This is an optimization exercise on Yosys and OpenROAD, whose aim is small area, a short achievable clock period and few clock cycles, not a production implementation.
The RTL was checked by simulation tests, not by an equivalence proof against the original design.
Power is estimated from default activity; no workload was simulated.

Setup of exp/maple:
Design cpu_top, start of the top module:
module cpu_top #(
	parameter int MEM_DEPTH = 256
) (
	input  logic       clk,
	input  logic       rst,
	input  logic       run,
	input  logic       load_we,
	input  logic [7:0] load_addr,
	input  logic [7:0] load_data,
	output logic [7:0] port_out,
	output logic       port_strobe,
	output logic       halted
);
	function automatic logic two_byte(input logic [7:0] op);
		case (op)
			cpu_pkg::OP_LDX, cpu_pkg::OP_LIX, cpu_pkg::OP_STX, cpu_pkg::OP_LDY, cpu_pkg::OP_LIY, cpu_pkg::OP_STY,
			cpu_pkg::OP_LDZ, cpu_pkg::OP_LIZ, cpu_pkg::OP_STZ, cpu_pkg::OP_LDA, cpu_pkg::OP_LIA, cpu_pkg::OP_STA,
			cpu_pkg::OP_ADD, cpu_pkg::OP_ADI, cpu_pkg::OP_SUB, cpu_pkg::OP_SUI, cpu_pkg::OP_CMP, cpu_pkg::OP_CMI,
			cpu_pkg::OP_JMP, cpu_pkg::OP_JZS, cpu_pkg::OP_JZC, cpu_pkg::OP_JCS, cpu_pkg::OP_JCC, cpu_pkg::OP_JSR: two_byte = 1'b1;
			default: two_byte = 1'b0;
		endcase
	endfunction
	function automatic logic flag_writer(input logic [7:0] op);
		case (op)
			cpu_pkg::OP_CLA, cpu_pkg::OP_ADX, cpu_pkg::OP_ADY, cpu_pkg::OP_ADZ, cpu_pkg::OP_ADD, cpu_pkg::OP_ADI,
			cpu_pkg::OP_SUX, cpu_pkg::OP_SUY, cpu_pkg::OP_SUZ, cpu_pkg::OP_SUB, cpu_pkg::OP_SUI,
			cpu_pkg::OP_LSL, cpu_pkg::OP_LSR, cpu_pkg::OP_ROL, cpu_pkg::OP_ROR,
			cpu_pkg::OP_CMP, cpu_pkg::OP_CMI, cpu_pkg::OP_CPX, cpu_pkg::OP_CPY, cpu_pkg::OP_CPZ, cpu_pkg::OP_CLC: flag_writer = 1'b1;
			default: flag_writer = 1'b0;
		endcase
	endfunction
	function automatic logic is_store(input logic [7:0] op);
		is_store = (op == cpu_pkg::OP_STX) || (op == cpu_pkg::OP_STY) || (op == cpu_pkg::OP_STZ) || (op == cpu_pkg::OP_STA);
	endfunction
	function automatic logic jump_or_read(input logic [7:0] op);
		case (op)
			cpu_pkg::OP_LDX, cpu_pkg::OP_LDY, cpu_pkg::OP_LDZ, cpu_pkg::OP_LDA,
			cpu_pkg::OP_ADD, cpu_pkg::OP_SUB, cpu_pkg::OP_CMP,
  ...
For scale: ~13000 cells after synthesis, ~30 I/O pins, about 0.11 mm2 of cells after synthesis.
export LEC_CHECK = 0
export ABC_AREA = 1
export CAP_MARGIN = 20
export CORE_MARGIN = 2
export CORE_UTILIZATION = 40
export CTS_CLUSTER_DIAMETER = 80
export CTS_CLUSTER_SIZE = 20
export SLEW_MARGIN = 20
export TNS_END_PERCENT = 20
create_clock -name core_clock -period 10.0 [get_ports {clk}]
standard.sh (not shown) runs the stock make flow with config.mk's settings and CLKGATE_MAP_FILE= SYNTH_SCRIPT=/design/flow/synth_recipe.tcl, a recipe that flattens the netlist after the stock synthesis.
==> flow/flow/run.sh <==
#!/bin/bash
export SETUP_SLACK_MARGIN=6
bash standard.sh > standard.log 2>&1
Testbench counts of exp/maple, summed over its fixed seeds: cycles 28,389.
## Diff of input files: exp/tundra against exp/maple
- a deleted CTS_CLUSTER_SIZE that had been 20
- a deleted CTS_CLUSTER_DIAMETER that had been 80
Results
Between exp/tundra and exp/maple, the area growth from synthesis to layout is higher for exp/tundra.
The cell with the largest stage delay on the worst path comes out sky130_fd_sc_hd__dfxtp_4 in one run and sky130_fd_sc_hd__o311ai_4 in the other, namely in exp/maple and exp/tundra respectively.
exp/tundra vs exp/maple: overall power up
Max global-route wire length before repair across exp/tundra and exp/maple: exp/tundra
Comparing exp/tundra and exp/maple, the higher power dissipated in combinational cells is on exp/tundra.
Compared with exp/maple, in exp/tundra cell area climbed about 5%; post-layout utilization of the core increased 2.2 points.
Changes in exp/harbor relative to exp/tundra:
- TNS_END_PERCENT now 5, was 20
- CTS_CLUSTER_SIZE now 20, previously not set
- CTS_CLUSTER_DIAMETER now 80, previously not set
[summary]
Compared with exp/tundra, in exp/harbor utilization decreased by 2.0 points relative to the old numbers; layout clock buffer count decreased by 37% relative to the old numbers.
exp/harbor ended with more critical path depth than exp/tundra.
Share of the cycle needed by the critical path after routing for exp/harbor: 0.35 points down relative to exp/tundra
exp/harbor ended with less area of all placed cells without fillers than exp/tundra.
On exp/harbor: met2 track demand over resource is 0.46 points lower than what exp/tundra gave.

## static timing again, ports no longer ideal
The results above use ideal ports. As a check the final layouts listed here were re-extracted and re-timed, cells and wires unchanged. Step 1 sets driving cells, clkbuf_16 on the clock port and buf_2 on the other inputs (assumed; they add their load-dependent delay and slew). Step 2 times the ports against the registers' clock, not the clock port: input delays grow and output delays shrink by t, the midpoint of the rising clock arrivals with the driver on. Three values: ideal ports, drivers, drivers and shift; two values: the first two.
run	t (ns)	slack for setup (ns)	clock arrival spread, ns	worst register clock-pin slew, ns	pins driven straight from the clock port
exp/maple	0.964	5.833 / 5.833 / 5.833	0.062 / 0.062	0.10 / 0.10	1
exp/tundra	1.007	5.741 / 5.741 / 5.741	0.080 / 0.080	0.08 / 0.08	1
exp/harbor	0.963	5.776 / 5.776 / 5.776	0.061 / 0.061	0.10 / 0.10	1
After both steps every run listed still meets setup and hold.
